This design comes from an exercise in tuning for small area, a short achievable clock period and few clock cycles per item on the open sky130 flow, not from production work. RTL that was checked went through simulation tests only; none was proved equivalent to the original. No activity file was given, so power comes from the tool's default toggle rates.

## ospfb_top
module ospfb_top #(
  parameter int FFT_LEN = 32,
  parameter int DEC_FAC = 24,
  parameter int PTAPS   = 4,
  localparam int BR_W   = $clog2(FFT_LEN)
) (
  input  logic    clk,
  input  logic    rst_n,
  input  logic    in_valid,
  input  ospfb_pkg::sample_t in_data,
  output logic    in_ready,
  output logic    out_valid,
  output ospfb_pkg::out_t    out_data,
  output logic    out_last,
  output logic    out_sat,
  output logic    frame_start
);
export LEC_CHECK = 0
export ABC_CLOCK_PERIOD_IN_PS = 3000
export CAP_MARGIN = 20
export CORE_MARGIN = 2
export CORE_UTILIZATION = 50
export CTS_CLUSTER_DIAMETER = 150
export CTS_CLUSTER_SIZE = 28
export SLEW_MARGIN = 20
create_clock -name core_clock -period 9.0 [get_ports {clk}]
standard.sh (not shown) runs the stock make flow with config.mk's settings and CLKGATE_MAP_FILE= SYNTH_SCRIPT=/design/flow/synth_recipe.tcl, a recipe that flattens the netlist after the stock synthesis.
==> flow/flow/run.sh <==
#!/bin/bash
# Layout flow: the standard flow (standard.sh, unchanged synthesis) with
# two repair settings changed: timing repair aims below the clock period
# (a larger setup margin), and ports are buffered with buf_4 cells.
# make's full output goes to run_make.log in the work folder.
set -euo pipefail
cd "$(dirname "$0")/.."
MARGIN=${MARGIN:-5.9}
bash standard.sh \
  "SETUP_SLACK_MARGIN=${MARGIN}" \
  "BUFFER_PORTS_ARGS=-buffer_cell sky130_fd_sc_hd__buf_4" \
  finish > run_make.log 2>&1
test -f out/final.def
The first run finished with timing, DRC and antenna clean.
Change:
Settings changed: CORE_UTILIZATION 50 to 40.
Outcome: Sequential power is about the same; core utilization is lower by 11 points; total power is higher by about 0.7%; final cell count is higher by 6.7%; area after synthesis is unchanged; worst setup slack degrades by 0.071 ns; via count is higher by 0.84%; global-route usage is lower by 2.6 points.
No run of this note included a check of the RTL's function; only the layout flow was run.


Setup of v48:
Another version of the RTL of ospfb_top (not shown whole).
Size in the first run: about 77000 um2 of cells after synthesis.
Settings: LEC_CHECK=0, ABC_CLOCK_PERIOD_IN_PS=3000, CAP_MARGIN=20, CORE_MARGIN=2, CORE_UTILIZATION=40, CTS_BUF_LIST=sky130_fd_sc_hd__clkbuf_8, SETUP_SLACK_MARGIN=5, SLEW_MARGIN=20; clock period 9.0 ns.
run.sh (not shown) runs the stock make flow with config.mk's settings and CLKGATE_MAP_FILE= SYNTH_SCRIPT=/design/flow/synth_recipe.tcl, a recipe that flattens the netlist after the stock synthesis.
Stock flow here: none of the scripts above is used.
Setup changes, v48 to v9
# v48
export LEC_CHECK = 0
export ABC_CLOCK_PERIOD_IN_PS = 3000
export CAP_MARGIN = 20
export CORE_MARGIN = 2
export CORE_UTILIZATION = 40
export CTS_BUF_LIST = sky130_fd_sc_hd__clkbuf_8
export SETUP_SLACK_MARGIN = 5
export SLEW_MARGIN = 20
create_clock -name core_clock -period 9.0 [get_ports {clk}]
# v9
export LEC_CHECK = 0
export CAP_MARGIN = 20
export CORE_MARGIN = 2
export CORE_UTILIZATION = 40
export SLEW_MARGIN = 20
create_clock -name core_clock -period 9.0 [get_ports {clk}]
==> summary.txt <==
Between v48 and v9, the flow reports switching power of the nets increasing slightly. Per the comparison of v9 with v48, reported leakage power moved down, wire length level, post-route standard cell area excluding fillers moved up, post-synthesis instance total level. The area added between synthesis and finish number comes out lower for v48 vs v9. Timing startpoint of the critical path: i_out_stage.out_valid -> v48, i_ctrl.koff[0] -> v9.
What v34 does differently from v9 at the input level:
# v9
export LEC_CHECK = 0
export CAP_MARGIN = 20
export CORE_MARGIN = 2
export CORE_UTILIZATION = 40
export SLEW_MARGIN = 20
create_clock -name core_clock -period 9.0 [get_ports {clk}]
# v34
export LEC_CHECK = 0
export ABC_CLOCK_PERIOD_IN_PS = 3000
export CAP_MARGIN = 20
export CORE_MARGIN = 2
export CORE_UTILIZATION = 40
export CTS_BUF_LIST = sky130_fd_sc_hd__clkbuf_4 sky130_fd_sc_hd__clkbuf_8
export CTS_CLUSTER_SIZE = 30
export SETUP_SLACK_MARGIN = 5
export SLEW_MARGIN = 20
create_clock -name core_clock -period 9.0 [get_ports {clk}]
==> comparison <==
v34: part of the total power dissipated in combinational logic is 0.3 points higher than what v9 reported.
Compared with v9, v34 shows multi-input combinational cell area higher by about 0.9%.
Diff v9 -> v34: length of routed wiring on met1 went down by about 1.8%, worst hold slack went down by 51 ps, overall via count from detail_route went up by 966, cell area was more or less identical.
Combinational power delta (v34 -> v9): insignificant
Comparing v9 and v34, the lower final period demand of the worst path was measured on v34.
Summary — cell depth of the worst setup path, v34 relative to v9: lower, by 16.
Side by side, clock buffer count turned out higher in v34 than in v9.
#### Input delta (v21 over v34)
# v34
export LEC_CHECK = 0
export ABC_CLOCK_PERIOD_IN_PS = 3000
export CAP_MARGIN = 20
export CORE_MARGIN = 2
export CORE_UTILIZATION = 40
export CTS_BUF_LIST = sky130_fd_sc_hd__clkbuf_4 sky130_fd_sc_hd__clkbuf_8
export CTS_CLUSTER_SIZE = 30
export SETUP_SLACK_MARGIN = 5
export SLEW_MARGIN = 20
create_clock -name core_clock -period 9.0 [get_ports {clk}]
# v21
export LEC_CHECK = 0
export ABC_CLOCK_PERIOD_IN_PS = 3000
export CAP_MARGIN = 20
export CORE_MARGIN = 2
export CORE_UTILIZATION = 40
export SETUP_SLACK_MARGIN = 5
export SLEW_MARGIN = 20
create_clock -name core_clock -period 9.0 [get_ports {clk}]
[summary]
v21 gives less clock buffer count than v34 did. v21 against v34: final design utilization held steady, clock distribution area overhead in the final layout now larger, switching component of the power saw little to no change, via count of the routed design went down 895, part of the total power dissipated in the clock network now larger. Maximum frequency was higher in v34 than in v21.
No functional check of the RTL was part of any run of this note.


ospfb_top, a different RTL version from the one above (not shown whole).
Size: about 4900 cells after synthesis, ~42 I/O pins, about 0.072 sq mm of cells after synthesis.
export LEC_CHECK = 0
export ABC_CLOCK_PERIOD_IN_PS = 3000
export CAP_MARGIN = 20
export CORE_MARGIN = 2
export CORE_UTILIZATION = 40
export CTS_CLUSTER_DIAMETER = 150
export CTS_CLUSTER_SIZE = 28
export SLEW_MARGIN = 20
create_clock -name core_clock -period 9.0 [get_ports {clk}]
standard.sh (not shown) runs the stock make flow with config.mk's settings and CLKGATE_MAP_FILE= SYNTH_SCRIPT=/design/flow/synth_recipe.tcl, a recipe that flattens the netlist after the stock synthesis.
Scripts as last shown in full above: flow/flow/run.sh
The first run finished clean.
Testbench counts at the start, summed over its fixed seeds: cycles 12,528, items 12,288.
==> next run, changes <==
--- a/flow/config.mk
+++ b/flow/config.mk
@@ -7,6 +7,6 @@
 export LEC_CHECK = 0
-export ABC_CLOCK_PERIOD_IN_PS = 3000
+export ABC_AREA = 1
 export CAP_MARGIN = 20
 export CORE_MARGIN = 2
-export CORE_UTILIZATION = 40
+export CORE_UTILIZATION = 45
 export CTS_CLUSTER_DIAMETER = 150
After rerunning: Critical path depth does not change. Die area is lower by 11%. Setup slack loses 0.0088 ns. Register-to-register slack improves by 0.08 ns. Via count climbs by 5.3%.
==> next run, changes <==
--- a/flow/config.mk
+++ b/flow/config.mk
@@ -7,3 +7,3 @@
 export LEC_CHECK = 0
-export ABC_AREA = 1
+export ABC_CLOCK_PERIOD_IN_PS = 3000
 export CAP_MARGIN = 20
Outcome: Final cell count is lower by a few percent. Worst setup slack improves by 0.040 ns. Routed wire length drops by a few percent. Final area hardly moves. Via count came out lower by a few percent. Sequential share of layout area is about the same. First-iteration DRC count falls by a few percent. Count of clock-buffer cells in the layout climbs by 9. Clock power is about the same. Flip-flop and latch count is unchanged. Core utilization barely changes.
==> next run, changes <==
--- a/flow/config.mk
+++ b/flow/config.mk
@@ -10,3 +10,3 @@
 export CORE_MARGIN = 2
-export CORE_UTILIZATION = 45
+export CORE_UTILIZATION = 55
 export CTS_CLUSTER_DIAMETER = 150
The changed run completed without violations.
Cell count goes down by 4.5%.
Global-route usage goes up by 3.2 points.
Count of clock-buffer cells in the layout goes down by 2.
Cell area goes down by 0.34%.
==> next run, changes <==
--- a/flow/flow/run.sh
+++ b/flow/flow/run.sh
@@ -7,3 +7,3 @@
 cd "$(dirname "$0")/.."
-MARGIN=${MARGIN:-5.9}
+MARGIN=${MARGIN:-6.2}
 bash standard.sh \
--- a/flow/config.mk
+++ b/flow/config.mk
@@ -10,3 +10,3 @@
 export CORE_MARGIN = 2
-export CORE_UTILIZATION = 55
+export CORE_UTILIZATION = 45
 export CTS_CLUSTER_DIAMETER = 150
The changed run finished clean.
Count of clock-buffer cells in the layout goes up by 3.
Register-to-register slack is better by 0.10 ns.
Clock power decreases slightly.
Routed wire length is about the same.
Total power rose slightly.
Clock skew hardly moves.
Hold slack improves by 0.028 ns.
==> next run, changes <==
--- a/flow/flow/run.sh
+++ b/flow/flow/run.sh
@@ -7,3 +7,3 @@
 cd "$(dirname "$0")/.."
-MARGIN=${MARGIN:-6.2}
+MARGIN=${MARGIN:-5.9}
 bash standard.sh \
--- a/flow/config.mk
+++ b/flow/config.mk
@@ -11,2 +11,3 @@
 export CORE_UTILIZATION = 45
+export CTS_BUF_LIST = sky130_fd_sc_hd__clkbuf_8 sky130_fd_sc_hd__clkbuf_16
 export CTS_CLUSTER_DIAMETER = 150
Utilization went down by 0.33 points; die area stays the same; synthesized cell count stays the same; via count went down by 0.60%; hold slack got worse by 0.0076 ns; cell area went down by 0.67%; wire length went down by 0.97%; first-iteration DRC count went down by 8.8%.


Another version of the RTL of ospfb_top (not shown whole).
Size in the first run: roughly 42 I/O pins, ~0.072 sq mm of cells after synthesis.
Settings: LEC_CHECK=0, ABC_CLOCK_PERIOD_IN_PS=3000, CAP_MARGIN=20, CORE_MARGIN=2, CORE_UTILIZATION=40, CTS_CLUSTER_DIAMETER=150, CTS_CLUSTER_SIZE=28, SLEW_MARGIN=20; clock period 9.0 ns.
==> flow/flow/run.sh <==
#!/bin/bash
# Layout flow: the standard flow (standard.sh, unchanged synthesis) with
# two repair settings changed: timing repair aims below the clock period
# (a larger setup margin), and ports are buffered with buf_4 cells.
# make's full output goes to run_make.log in the work folder.
set -euo pipefail
cd "$(dirname "$0")/.."
MARGIN=${MARGIN:-5.9}
bash standard.sh \
  "SETUP_SLACK_MARGIN=${MARGIN}" \
  "BUFFER_PORTS_ARGS=-buffer_cell sky130_fd_sc_hd__buf_4" \
  finish > run_make.log 2>&1
test -f out/final.def
The first run produced a clean layout.
Edit:
- CORE_UTILIZATION: 40 -> 45
Result: The new run finished with timing, DRC and antenna clean; clock skew is higher by 0.0077 ns; utilization is higher by 5.2 points; design area is lower slightly; total power barely changes.
Function was not checked in any run of this note: the RTL went through the layout flow alone.

-- re-timing with driven ports --
Ports are ideal in the flow. The routed layouts listed here were re-timed in OpenROAD.
Step 1: set_driving_cell puts a clkbuf_16 on clk and a buf_2 on each other input, an assumption about the parent block.
Step 2 times the ports against the registers' clock, not the clock port: input delays grow and output delays shrink by t, the midpoint of the rising clock arrivals with the driver on.
Slacks: no drivers / after step 1 / after step 2; pairs: no drivers / after step 1.
run | shift t [ns] | setup WS [ns] | worst data-port slew with drivers (ns)
the first run of note 1 | 0.815 | 5.833 / 5.824 / 5.510 | 0.06
the second run of note 1 | 0.837 | 5.763 / 5.763 / 5.539 | 0.06
v48 | 1.046 | 5.226 / 5.150 / 4.837 | 0.12
v9 | 0.939 | 4.124 / 4.124 / 4.124 | 0.11
v34 | 1.050 | 5.220 / 5.143 / 4.838 | 0.11
v21 | 0.930 | 5.171 / 5.092 / 4.819 | 0.11
the first run of note 3 | 0.835 | 5.891 / 5.818 / 5.760 | 0.04
the second run of note 3 | 0.840 | 5.883 / 5.806 / 5.669 | 0.03
the third run of note 3 | 0.803 | 5.923 / 5.848 / 5.788 | 0.03
the fourth run of note 3 | 0.805 | 5.908 / 5.839 / 5.802 | 0.03
the fifth run of note 3 | 0.802 | 5.923 / 5.851 / 5.771 | 0.04
the sixth run of note 3 | 0.803 | 5.921 / 5.846 / 5.789 | 0.03
the first run of note 4 | 0.834 | 5.781 / 5.773 / 5.662 | 0.04
the second run of note 4 | 0.818 | 5.849 / 5.769 / 5.595 | 0.05
After both steps setup and hold are still met in every run listed. The setup slack of v48, which loses most, moves by -0.076 ns with the drivers and by -0.389 ns with both steps.
